This design comes from an exercise in tuning for small area, a short achievable clock period and few clock cycles on the open sky130 flow, not from production work. In this exercise RTL edits were held to simulation tests only and were not proved equivalent to the original. Power is estimated from default activity; no workload was simulated.

==> inputs of run a <==
// mtf_rank_context_binarizer
module mtf_rank_context_binarizer
(
    input  logic                 i_clk,
    input  logic                 i_rst_n,
    input  logic                 i_valid,
    output logic                 o_ready,
    input  logic                 i_op,
    input  logic [mtfrcb_pkg::SYM_W-1:0]     i_symbol,
    input  logic                 i_is_marker,
    input  logic [mtfrcb_pkg::SIZE_BITS-1:0] i_block_size,
    output logic                 o_valid,
    input  logic                 i_ready,
    output logic                 o_decision_bit,
    output logic [mtfrcb_pkg::CTX_W-1:0]     o_context_index,
    output logic                 o_raw_bit,
    output logic                 o_last_of_item
);
clock: 5.0 ns
lec_check: 0
abc_area: 1
abc_clock_period_in_ps: 1500
cap_margin: 20
core_margin: 2
core_utilization: 65
cts_cluster_diameter: 80
cts_cluster_size: 20
setup_slack_margin: 2.5
slew_margin: 20
run.sh (not shown) runs the stock make flow with config.mk's settings and CLKGATE_MAP_FILE= SYNTH_SCRIPT=/design/flow/synth_recipe.tcl, a recipe that flattens the netlist after the stock synthesis.
==> inputs of run b, as changes to run a <==
--- a/flow/design.v
+++ b/flow/design.v
@@ -28,18 +28,21 @@
     assign o_val   = r_enc ^ POS;
     assign o_match = (r_enc == (i_key ^ POS));
 endmodule
 module mtfrcb_table
 (
     input  logic       i_clk,
     input  logic       i_init,       
-    input  logic       i_act,        
+    input  logic       i_cmp_en,     
     input  logic [7:0] i_key,        
+    input  logic [7:0] i_key_n,      
     output logic       o_hit0,       
-    output logic [7:0] o_rank        
+    output logic [7:0] o_rank,       
+    output logic       o_rank0,      
+    output logic       o_rank1       
 );
     localparam int N  = mtfrcb_pkg::TABLE_SIZE;
     localparam int GL = mtfrcb_pkg::GROUP_LEN;
     localparam int NG = mtfrcb_pkg::NUM_GROUPS;
     logic [7:0]   w_val [N];
     logic [N-1:0] w_match;
     logic [7:0]   r_key;
@@ -52,33 +55,33 @@
         end else begin : g_body
             assign w_prev = w_val[k-1];
         end
         mtfrcb_cell #(.POS(8'(k))) u_cell (
             .i_clk   (i_clk),
             .i_shift (w_shift[k]),
             .i_hold  (w_hold[k]),
-            .i_key   (i_key),
+            .i_key   ((k < N/2) ? i_key : ~i_key_n),
             .i_prev  (w_prev),
             .o_val   (w_val[k]),
             .o_match (w_match[k])
         );
     end
     assign o_hit0 = w_match[0];
     logic [NG-1:0] w_gany;
     logic [3:0]    w_gpos [NG];
     for (genvar g = 0; g < NG; g++) begin : g_genc
         logic [GL-1:0] w_m;
         assign w_m = w_match[g*GL +: GL];
-        assign w_gany[g] = |w_m;
+        assign w_gany[g] = i_cmp_en && (|w_m);
         for (genvar b = 0; b < 4; b++) begin : g_bit
             logic [GL-1:0] w_mask;
             for (genvar i = 0; i < GL; i++) begin : g_m
                 assign w_mask[i] = i[b];
             end
-            assign w_gpos[g][b] = |(w_m & w_mask);
+            assign w_gpos[g][b] = i_cmp_en && (|(w_m & w_mask));
         end
     end
     logic [NG-1:0] r_gany;
     logic [3:0]    r_gpos [NG];
     always_ff @(posedge i_clk) begin
         for (int g = 0; g < NG; g++) begin
             r_gany[g] <= w_gany[g];
@@ -92,37 +95,47 @@
         w_lo = '0;
         w_hi = '0;
         for (int g = 0; g < NG; g++) begin
             w_lo = w_lo | r_gpos[g];
             w_hi = w_hi | (r_gany[g] ? 4'(g) : 4'd0);
         end
     end
-    assign o_rank = {w_hi, w_lo};
+    assign o_rank  = {w_hi, w_lo};
+    assign o_rank0 = r_gany[0] && (r_gpos[0] == 4'd0);
+    assign o_rank1 = r_gany[0] && (r_gpos[0] == 4'd1);
+    logic [NG-1:0] w_gv;
+    assign w_gv = r_gany & {NG{!i_init}};
     for (genvar g = 0; g < NG; g++) begin : g_upd
         logic w_later;
         if (g == NG-1) begin : g_last
             assign w_later = 1'b0;
         end else begin : g_more
-            assign w_later = |r_gany[NG-1:g+1];
+            assign w_later = |w_gv[NG-1:g+1];
         end
+        logic w_keep;
+        assign w_keep = !w_later && !i_init;
         for (genvar i = 0; i < GL; i++) begin : g_pos
             localparam int K = g*GL + i;
-            assign w_shift[K] = i_act && (w_later || (r_gany[g] && (r_gpos[g] >= 4'(i))));
-            assign w_hold[K]  = !w_shift[K] && !i_init;
+            logic w_here;
+            assign w_here     = w_gv[g] && (r_gpos[g] >= 4'(i));
+            assign w_shift[K] = w_later || w_here;
+            assign w_hold[K]  = w_keep && !w_here;
         end
     end
 endmodule
 module mtfrcb_emit
 (
     input  logic        i_clk,
     input  logic        i_rst_n,
     input  logic        i_push,           
     input  logic        i_push_hdr,
     input  logic        i_push_mk,
     input  logic [7:0]  i_push_rank,
+    input  logic        i_push_r0,        
+    input  logic        i_push_r1,        
     input  logic [29:0] i_bsize,          
     output logic [1:0]  o_cnt_keep,       
     output logic [1:0]  o_cnt_pop,        
     output logic        o_pop,            
     output logic        o_hdr_done,       
     output logic        o_valid,
     input  logic        i_ready,
@@ -132,35 +145,37 @@
     output logic        o_last_of_item
 );
     localparam logic [2:0] PH_FIRST  = 3'd0;
     localparam logic [2:0] PH_FLAG1  = 3'd1;
     localparam logic [2:0] PH_GROUP  = 3'd2;
     localparam logic [2:0] PH_OFFSET = 3'd3;
     localparam logic [2:0] PH_SIZE   = 3'd4;
-    logic [9:0] r_q [3];              
+    logic [11:0] r_q [3];             
     logic [1:0] r_cnt;
     logic [2:0] r_phase, n_phase;
     logic [2:0] r_g, n_g;
     logic [2:0] r_i, n_i;
     logic [6:0] r_n, n_n;             
     logic [4:0] r_j, n_j;
     logic [1:0] r_c, n_c;
     logic       r_ovalid;
     logic       r_obit, n_obit;
     logic [8:0] r_octx, n_octx;
     logic       r_oraw, n_oraw;
     logic       n_last;
     logic       r_olast;
-    logic       w_hdr, w_mk;
+    logic       w_hdr, w_mk, w_r0, w_r1;
     logic [7:0] w_r;
     logic       w_have, w_adv, w_pop;
     logic [8:0] w_rank9;
     logic       w_in_group;
     logic [7:0] w_u;
     logic [8:0] w_gctx;
+    assign w_r1   = r_q[0][11];
+    assign w_r0   = r_q[0][10];
     assign w_hdr  = r_q[0][9];
     assign w_mk   = r_q[0][8];
     assign w_r    = r_q[0][7:0];
     assign w_rank9 = {w_mk, w_r};
     assign w_have = (r_cnt != 2'd0);
     assign w_adv  = !r_ovalid || i_ready;
     assign w_pop  = w_adv && w_have && n_last;
@@ -172,62 +187,64 @@
         n_g     = r_g;
         n_i     = r_i;
         n_n     = r_n;
         n_j     = r_j;
         n_obit  = 1'b0;
         n_octx  = '0;
         n_oraw  = 1'b0;
-        n_last  = 1'b0;
+        case (r_phase)
+            PH_FIRST:  n_last = !w_hdr && w_r0;
+            PH_FLAG1:  n_last = w_r1;
+            PH_GROUP:  n_last = w_mk && (r_g == 3'd7);
+            PH_OFFSET: n_last = (r_i == 3'd0);
+            PH_SIZE:   n_last = (r_j == 5'd29);
+            default:   n_last = 1'b0;
+        endcase
         case (r_phase)
             PH_FIRST: begin
                 if (w_hdr) begin
                     n_obit  = i_bsize[29];
                     n_oraw  = 1'b1;
                     n_phase = PH_SIZE;
                     n_j     = 5'd1;
                 end else begin
-                    n_obit  = (w_rank9 == 9'd0);
+                    n_obit  = w_r0;
                     n_octx  = 9'(r_c);
-                    n_last  = (w_rank9 == 9'd0);
                     n_phase = n_last ? PH_FIRST : PH_FLAG1;
                 end
             end
             PH_FLAG1: begin
-                n_obit  = (w_rank9 == 9'd1);
+                n_obit  = w_r1;
                 n_octx  = 9'd4 + 9'(r_c);
-                n_last  = (w_rank9 == 9'd1);
                 n_phase = n_last ? PH_FIRST : PH_GROUP;
                 n_g     = 3'd1;
             end
             PH_GROUP: begin
                 n_obit = w_in_group;
                 n_octx = w_gctx;
                 if (w_in_group) begin
                     n_phase = PH_OFFSET;
                     n_i     = r_g - 3'd1;
                     n_n     = 7'd1;
                 end else if (r_g == 3'd7) begin
-                    n_last  = 1'b1;
                     n_phase = PH_FIRST;
                 end else begin
                     n_g = r_g + 3'd1;
                 end
             end
             PH_OFFSET: begin
                 n_obit  = w_r[r_i];
                 n_octx  = w_gctx;
                 n_n     = {r_n[5:0], w_r[r_i]};
-                n_last  = (r_i == 3'd0);
                 n_phase = n_last ? PH_FIRST : PH_OFFSET;
                 n_i     = r_i - 3'd1;
             end
             PH_SIZE: begin
                 n_obit  = i_bsize[5'd29 - r_j];
                 n_oraw  = 1'b1;
-                n_last  = (r_j == 5'd29);
                 n_phase = n_last ? PH_FIRST : PH_SIZE;
                 n_j     = r_j + 5'd1;
             end
             default: begin
                 n_phase = PH_FIRST;
             end
         endcase
@@ -235,19 +252,19 @@
     always_comb begin
         if (w_hdr || w_mk || (w_r > 8'd3)) begin
             n_c = 2'd3;
         end else begin
             n_c = w_r[1:0];
         end
     end
-    logic [9:0] w_new;
-    logic [9:0] w_q_keep [3];
-    logic [9:0] w_q_pop [3];
+    logic [11:0] w_new;
+    logic [11:0] w_q_keep [3];
+    logic [11:0] w_q_pop [3];
     logic [1:0] w_cnt_keep, w_cnt_pop;
-    assign w_new      = {i_push_hdr, i_push_mk, i_push_rank};
+    assign w_new      = {i_push_r1, i_push_r0, i_push_hdr, i_push_mk, i_push_rank};
     assign w_cnt_keep = r_cnt + 2'(i_push);
     assign w_cnt_pop  = r_cnt - 2'd1 + 2'(i_push);
     assign o_cnt_keep = w_cnt_keep;
     assign o_cnt_pop  = w_cnt_pop;
     assign o_pop      = w_pop;
     always_comb begin
         for (int s = 0; s < 3; s++) begin
@@ -314,27 +331,28 @@
     output logic [mtfrcb_pkg::CTX_W-1:0]     o_context_index,
     output logic                 o_raw_bit,
     output logic                 o_last_of_item
 );
     logic        r_iv;
     logic        r_op;
     logic [7:0]  r_sym;
+    logic [7:0]  r_sym_n;       
     logic        r_mk;
     logic [29:0] r_bsize;
     logic        r_lock;        
     logic        r_stall;       
     logic        r_ordy;        
     logic        r_uv;
     logic        r_uop;
     logic        r_umk;
     logic        r_init;        
-    logic        r_act;         
     logic        w_go;
     logic        w_hit0;
     logic [7:0]  w_rank;
+    logic        w_rank0, w_rank1;
     logic [1:0]  w_cnt_keep, w_cnt_pop;
     logic        w_pop;
     logic        w_hdr_done;
     logic        w_blk_next;
     logic        w_full_keep, w_full_pop;
     logic        w_iv_next, w_lock_next, w_stall_next;
     logic        w_take;
@@ -350,51 +368,55 @@
     always_ff @(posedge i_clk) begin
         if (!i_rst_n) begin
             r_iv    <= 1'b0;
             r_lock  <= 1'b0;
             r_stall <= 1'b0;
             r_ordy  <= 1'b1;
             r_uv    <= 1'b0;
-            r_act   <= 1'b0;
             r_init  <= 1'b1;
         end else begin
             r_iv    <= w_iv_next;
             r_lock  <= w_lock_next;
             r_stall <= w_stall_next;
             r_ordy  <= !w_lock_next && (!w_iv_next || !w_stall_next);
             r_uv    <= w_go;
-            r_act   <= w_go && !r_op && !r_mk;
             r_init  <= w_go && r_op;
         end
     end
     always_ff @(posedge i_clk) begin
         r_uop <= r_op;
         r_umk <= r_mk;
         if (w_take) begin
             r_op    <= i_op;
             r_mk    <= i_is_marker;
             r_bsize <= i_block_size;
         end
-        r_sym <= ({8{w_take}} & i_symbol) | ({8{!w_take}} & r_sym);
+        r_sym   <= ({8{w_take}} & i_symbol) | ({8{!w_take}} & r_sym);
+        r_sym_n <= ({8{w_take}} & ~i_symbol) | ({8{!w_take}} & r_sym_n);
     end
     mtfrcb_table u_table (
         .i_clk    (i_clk),
         .i_init   (r_init),
-        .i_act    (r_act),
+        .i_cmp_en (w_go && !r_op && !r_mk),
         .i_key    (r_sym),
+        .i_key_n  (r_sym_n),
         .o_hit0   (w_hit0),
-        .o_rank   (w_rank)
+        .o_rank   (w_rank),
+        .o_rank0  (w_rank0),
+        .o_rank1  (w_rank1)
     );
     mtfrcb_emit u_emit (
         .i_clk           (i_clk),
         .i_rst_n         (i_rst_n),
         .i_push          (r_uv),
         .i_push_hdr      (r_uop),
         .i_push_mk       (r_umk),
         .i_push_rank     (w_rank),
+        .i_push_r0       (w_rank0 && !r_umk && !r_uop),
+        .i_push_r1       (w_rank1 && !r_umk && !r_uop),
         .i_bsize         (r_bsize),
         .o_cnt_keep      (w_cnt_keep),
         .o_cnt_pop       (w_cnt_pop),
         .o_pop           (w_pop),
         .o_hdr_done      (w_hdr_done),
         .o_valid         (o_valid),
         .i_ready         (i_ready),
- CORE_UTILIZATION: 65 -> 60
- SETUP_SLACK_MARGIN: 2.5 -> 2.6
==> inputs of run c, as changes to run a <==
--- a/flow/design.v
+++ b/flow/design.v
@@ -38,15 +38,19 @@
     output logic [7:0] o_rank        
 );
     localparam int N  = mtfrcb_pkg::TABLE_SIZE;
     localparam int GL = mtfrcb_pkg::GROUP_LEN;
     localparam int NG = mtfrcb_pkg::NUM_GROUPS;
     logic [7:0]   w_val [N];
     logic [N-1:0] w_match;
+    logic [N-1:0] w_lsuf;        
+    logic [N-1:0] r_lsuf;
     logic [7:0]   r_key;
+    logic [NG-1:0] w_gsuf;       
+    logic [N-1:0] w_sh;
     logic [N-1:0] w_shift;
     logic [N-1:0] w_hold;
     for (genvar k = 0; k < N; k++) begin : g_cell
         logic [7:0] w_prev;
         if (k == 0) begin : g_head
             assign w_prev = r_key;
         end else begin : g_body
@@ -59,60 +63,48 @@
             .i_key   (i_key),
             .i_prev  (w_prev),
             .o_val   (w_val[k]),
             .o_match (w_match[k])
         );
     end
     assign o_hit0 = w_match[0];
-    logic [NG-1:0] w_gany;
-    logic [3:0]    w_gpos [NG];
-    for (genvar g = 0; g < NG; g++) begin : g_genc
-        logic [GL-1:0] w_m;
-        assign w_m = w_match[g*GL +: GL];
-        assign w_gany[g] = |w_m;
-        for (genvar b = 0; b < 4; b++) begin : g_bit
-            logic [GL-1:0] w_mask;
-            for (genvar i = 0; i < GL; i++) begin : g_m
-                assign w_mask[i] = i[b];
-            end
-            assign w_gpos[g][b] = |(w_m & w_mask);
-        end
+    for (genvar k = 0; k < N; k++) begin : g_lsuf
+        localparam int GE = (k / GL) * GL + GL - 1;
+        assign w_lsuf[k] = |w_match[GE:k];
     end
-    logic [NG-1:0] r_gany;
-    logic [3:0]    r_gpos [NG];
     always_ff @(posedge i_clk) begin
-        for (int g = 0; g < NG; g++) begin
-            r_gany[g] <= w_gany[g];
-            r_gpos[g] <= w_gpos[g];
-        end
-        r_key <= i_key;
+        r_lsuf <= w_lsuf;
+        r_key  <= i_key;
     end
-    logic [3:0] w_lo;
-    logic [3:0] w_hi;
-    always_comb begin
-        w_lo = '0;
-        w_hi = '0;
-        for (int g = 0; g < NG; g++) begin
-            w_lo = w_lo | r_gpos[g];
-            w_hi = w_hi | (r_gany[g] ? 4'(g) : 4'd0);
-        end
-    end
-    assign o_rank = {w_hi, w_lo};
-    for (genvar g = 0; g < NG; g++) begin : g_upd
-        logic w_later;
+    logic [NG-1:0] w_gany;
+    logic [N-1:0]  w_one;
+    for (genvar g = 0; g < NG; g++) begin : g_grp
+        assign w_gany[g] = r_lsuf[g*GL];
         if (g == NG-1) begin : g_last
-            assign w_later = 1'b0;
+            assign w_gsuf[g] = 1'b0;
         end else begin : g_more
-            assign w_later = |r_gany[NG-1:g+1];
+            assign w_gsuf[g] = |w_gany[NG-1:g+1];
         end
-        for (genvar i = 0; i < GL; i++) begin : g_pos
-            localparam int K = g*GL + i;
-            assign w_shift[K] = i_act && (w_later || (r_gany[g] && (r_gpos[g] >= 4'(i))));
-            assign w_hold[K]  = !w_shift[K] && !i_init;
+    end
+    for (genvar k = 0; k < N; k++) begin : g_upd
+        assign w_sh[k]    = r_lsuf[k] | w_gsuf[k / GL];
+        assign w_shift[k] = w_sh[k] & i_act;
+        assign w_hold[k]  = !w_shift[k] & !i_init;
+        if (k % GL == GL-1) begin : g_end
+            assign w_one[k] = r_lsuf[k];
+        end else begin : g_mid
+            assign w_one[k] = r_lsuf[k] & !r_lsuf[k+1];
+        end
+    end
+    for (genvar b = 0; b < 8; b++) begin : g_rank
+        logic [N-1:0] w_mask;
+        for (genvar k = 0; k < N; k++) begin : g_m
+            assign w_mask[k] = k[b];
         end
+        assign o_rank[b] = |(w_one & w_mask);
     end
 endmodule
 module mtfrcb_emit
 (
     input  logic        i_clk,
     input  logic        i_rst_n,
     input  logic        i_push,           
@@ -137,45 +129,43 @@
     localparam logic [2:0] PH_OFFSET = 3'd3;
     localparam logic [2:0] PH_SIZE   = 3'd4;
     logic [9:0] r_q [3];              
     logic [1:0] r_cnt;
     logic [2:0] r_phase, n_phase;
     logic [2:0] r_g, n_g;
     logic [2:0] r_i, n_i;
-    logic [6:0] r_n, n_n;             
     logic [4:0] r_j, n_j;
     logic [1:0] r_c, n_c;
     logic       r_ovalid;
     logic       r_obit, n_obit;
     logic [8:0] r_octx, n_octx;
     logic       r_oraw, n_oraw;
     logic       n_last;
     logic       r_olast;
     logic       w_hdr, w_mk;
     logic [7:0] w_r;
     logic       w_have, w_adv, w_pop;
     logic [8:0] w_rank9;
     logic       w_in_group;
-    logic [7:0] w_u;
-    logic [8:0] w_gctx;
+    logic [8:0] w_gbase;
+    logic [7:0] w_node;
     assign w_hdr  = r_q[0][9];
     assign w_mk   = r_q[0][8];
     assign w_r    = r_q[0][7:0];
     assign w_rank9 = {w_mk, w_r};
     assign w_have = (r_cnt != 2'd0);
     assign w_adv  = !r_ovalid || i_ready;
     assign w_pop  = w_adv && w_have && n_last;
     assign w_in_group = ((w_rank9 >> ({1'b0, r_g} + 4'd1)) == 9'd0);
-    assign w_u    = (8'd1 << r_g) | ((r_phase == PH_OFFSET) ? {1'b0, r_n} : 8'd0);
-    assign w_gctx = 9'(w_u) + 9'd6;
+    assign w_gbase    = 9'd6 + (9'd1 << r_g);
+    assign w_node     = w_r >> ({1'b0, r_i} + 4'd1);
     always_comb begin
         n_phase = r_phase;
         n_g     = r_g;
         n_i     = r_i;
-        n_n     = r_n;
         n_j     = r_j;
         n_obit  = 1'b0;
         n_octx  = '0;
         n_oraw  = 1'b0;
         n_last  = 1'b0;
         case (r_phase)
             PH_FIRST: begin
@@ -196,30 +186,28 @@
                 n_octx  = 9'd4 + 9'(r_c);
                 n_last  = (w_rank9 == 9'd1);
                 n_phase = n_last ? PH_FIRST : PH_GROUP;
                 n_g     = 3'd1;
             end
             PH_GROUP: begin
                 n_obit = w_in_group;
-                n_octx = w_gctx;
+                n_octx = w_gbase;
                 if (w_in_group) begin
                     n_phase = PH_OFFSET;
                     n_i     = r_g - 3'd1;
-                    n_n     = 7'd1;
                 end else if (r_g == 3'd7) begin
                     n_last  = 1'b1;
                     n_phase = PH_FIRST;
                 end else begin
                     n_g = r_g + 3'd1;
                 end
             end
             PH_OFFSET: begin
                 n_obit  = w_r[r_i];
-                n_octx  = w_gctx;
-                n_n     = {r_n[5:0], w_r[r_i]};
+                n_octx  = w_gbase + 9'(w_node);
                 n_last  = (r_i == 3'd0);
                 n_phase = n_last ? PH_FIRST : PH_OFFSET;
                 n_i     = r_i - 3'd1;
             end
             PH_SIZE: begin
                 n_obit  = i_bsize[5'd29 - r_j];
                 n_oraw  = 1'b1;
@@ -279,15 +267,14 @@
             end
         end
     end
     always_ff @(posedge i_clk) begin
         if (w_adv && w_have) begin
             r_g     <= n_g;
             r_i     <= n_i;
-            r_n     <= n_n;
             r_j     <= n_j;
             r_obit  <= n_obit;
             r_octx  <= n_octx;
             r_oraw  <= n_oraw;
             r_olast <= n_last;
         end
     end
@@ -318,67 +305,58 @@
     logic        r_iv;
     logic        r_op;
     logic [7:0]  r_sym;
     logic        r_mk;
     logic [29:0] r_bsize;
     logic        r_lock;        
     logic        r_stall;       
-    logic        r_ordy;        
     logic        r_uv;
     logic        r_uop;
     logic        r_umk;
     logic        r_init;        
     logic        r_act;         
     logic        w_go;
     logic        w_hit0;
     logic [7:0]  w_rank;
     logic [1:0]  w_cnt_keep, w_cnt_pop;
     logic        w_pop;
     logic        w_hdr_done;
     logic        w_blk_next;
     logic        w_full_keep, w_full_pop;
-    logic        w_iv_next, w_lock_next, w_stall_next;
-    logic        w_take;
-    assign o_ready = r_ordy;
-    assign w_take  = !r_lock && (!r_iv || !r_stall);
+    assign o_ready = !r_lock && (!r_iv || !r_stall);
     assign w_go    = r_iv && !r_stall;
     assign w_blk_next  = w_go && (r_op || (!r_mk && !w_hit0));
     assign w_full_keep = (w_cnt_keep == 2'd3) || ((w_cnt_keep == 2'd2) && w_go);
     assign w_full_pop  = (w_cnt_pop == 2'd3) || ((w_cnt_pop == 2'd2) && w_go);
-    assign w_iv_next    = w_take ? i_valid : (r_iv && !w_go);
-    assign w_lock_next  = (w_take && i_valid && i_op) || (r_lock && !w_hdr_done);
-    assign w_stall_next = w_blk_next || (w_pop ? w_full_pop : w_full_keep);
     always_ff @(posedge i_clk) begin
         if (!i_rst_n) begin
             r_iv    <= 1'b0;
             r_lock  <= 1'b0;
             r_stall <= 1'b0;
-            r_ordy  <= 1'b1;
             r_uv    <= 1'b0;
             r_act   <= 1'b0;
             r_init  <= 1'b1;
         end else begin
-            r_iv    <= w_iv_next;
-            r_lock  <= w_lock_next;
-            r_stall <= w_stall_next;
-            r_ordy  <= !w_lock_next && (!w_iv_next || !w_stall_next);
+            r_iv    <= o_ready ? i_valid : (r_iv && !w_go);
+            r_lock  <= (o_ready && i_valid && i_op) || (r_lock && !w_hdr_done);
+            r_stall <= w_blk_next || (w_pop ? w_full_pop : w_full_keep);
             r_uv    <= w_go;
             r_act   <= w_go && !r_op && !r_mk;
             r_init  <= w_go && r_op;
         end
     end
     always_ff @(posedge i_clk) begin
         r_uop <= r_op;
         r_umk <= r_mk;
-        if (w_take) begin
+        if (o_ready) begin
             r_op    <= i_op;
+            r_sym   <= i_symbol;
             r_mk    <= i_is_marker;
             r_bsize <= i_block_size;
         end
-        r_sym <= ({8{w_take}} & i_symbol) | ({8{!w_take}} & r_sym);
     end
     mtfrcb_table u_table (
         .i_clk    (i_clk),
         .i_init   (r_init),
         .i_act    (r_act),
         .i_key    (r_sym),
         .o_hit0   (w_hit0),
- ABC_AREA: 1 -> unset
- ABC_CLOCK_PERIOD_IN_PS: 1500 -> unset
- CORE_UTILIZATION: 65 -> 40
- CTS_CLUSTER_DIAMETER: 80 -> unset
- CTS_CLUSTER_SIZE: 20 -> unset
- SETUP_SLACK_MARGIN: 2.5 -> unset
==> comparison table <==
| metric | run b | run c | run a |
|---|---|---|---|
| # resized after CTS | 432 | 0 | 293 |
| Power of the combinational group | 4.91 mW | 4.03 mW | 5.46 mW |
| Sequential-to-total area share from yosys stat | 0.4486 | 0.4656 | 0.4504 |
| Compound-cell area share of the yosys netlist | 0.1082 | 0.1519 | 0.1311 |
| Slew of the pin with the lowest slew margin | 0.9559 ns | 1.330 ns | 1.099 ns |
| CTS max path bufs | 3 | 4 | 3 |
| Vias in the first global route | 85470 | 82400 | 85990 |
| Proportion of synthesized area in mux cells | 0 | 0.005188 | 0 |
| Result of the run | timing/DRC/antenna clean | timing/DRC/antenna clean | timing/DRC/antenna clean |
| Buffer and inverter count on the worst path | 5 | 0 | 4 |
| Growth of design area from synthesis to finish | 12.38% | 12.17% | 9.638% |
| CP endpoint | u_table.g_cell[25].u_cell.r_enc[0]$_DFF_P_ | u_table.g_cell[46].u_cell.r_enc[0]$_DFF_P_ | u_table.g_cell[9].u_cell.r_enc[5]$_DFF_P_ |
| 1st-iter DRT viols | 7086 | 6705 | 9442 |
| Finished Layout Cells | 15940 | 15510 | 15150 |
| Worst setup slack after layout | 2.514 ns | 0.7779 ns | 2.407 ns |
| Fraction of met3 tracks used by global routing | 0.04238 | 0.03416 | 0.05136 |
| Reg power frac | 0.525 | 0.454 | 0.523 |
| Total leakage power | 46.99 nW | 46.66 nW | 43.96 nW |
| Count of cell instances traversed by the critical path | 11 | 7 | 16 |
| Core area | 0.1714 sq mm | 0.2627 sq mm | 0.1562 sq mm |
| Critical path's slowest cell | sky130_fd_sc_hd__dfxtp_4 | sky130_fd_sc_hd__o41ai_4 | sky130_fd_sc_hd__dfxtp_4 |
| Synthesized-area fraction occupied by adder cells | 0.001694 | 0.002789 | 0.001715 |
| Worst Path Max Fanout | 8 | 16 | 8 |
| Count of clock tree sinks | 2266 | 2421 | 2253 |
| Switching Fraction | 0.2708 | 0.2566 | 0.2837 |
| Number of instances in the synthesized netlist | 13440 | 11920 | 13140 |
Testbench counts of run a, summed over its fixed seeds: cycles 52,315.
Testbench counts of run b, summed over its fixed seeds: cycles 52,315.
Testbench counts of run c, summed over its fixed seeds: cycles 52,315.

-- port drivers added, routing unchanged --
The results above use ideal ports. As a check the final layouts listed here were re-extracted and re-timed, cells and wires unchanged. Step 1: set_driving_cell puts a clkbuf_16 on i_clk and a buf_2 on each other input, an assumption about the parent block. Step 2, shift: input delay + t, output delay - t, t = (earliest + latest rising clock arrival at the registers) / 2. This alone moves slack from input paths to output paths. Slacks: ideal ports / drivers / drivers and shift; pairs: ideal ports / drivers.
run | t (ns) | setup slack, ns | hold WS [ns] | worst setup path at the end
run a | 0.867 | 2.407 / 2.407 / 1.955 | 0.441 / 0.441 / 0.441 | input to register
run b | 0.903 | 2.514 / 2.514 / 2.011 | 0.390 / 0.390 / 0.390 | input to register
run c | 0.939 | 0.778 / 0.778 / 0.778 | 0.426 / 0.426 / 0.426 | register to register
After both steps every run listed still meets setup and hold. For run b, which loses most, drivers alone change the setup slack by 0.000 ns; drivers and shift together by -0.503 ns.
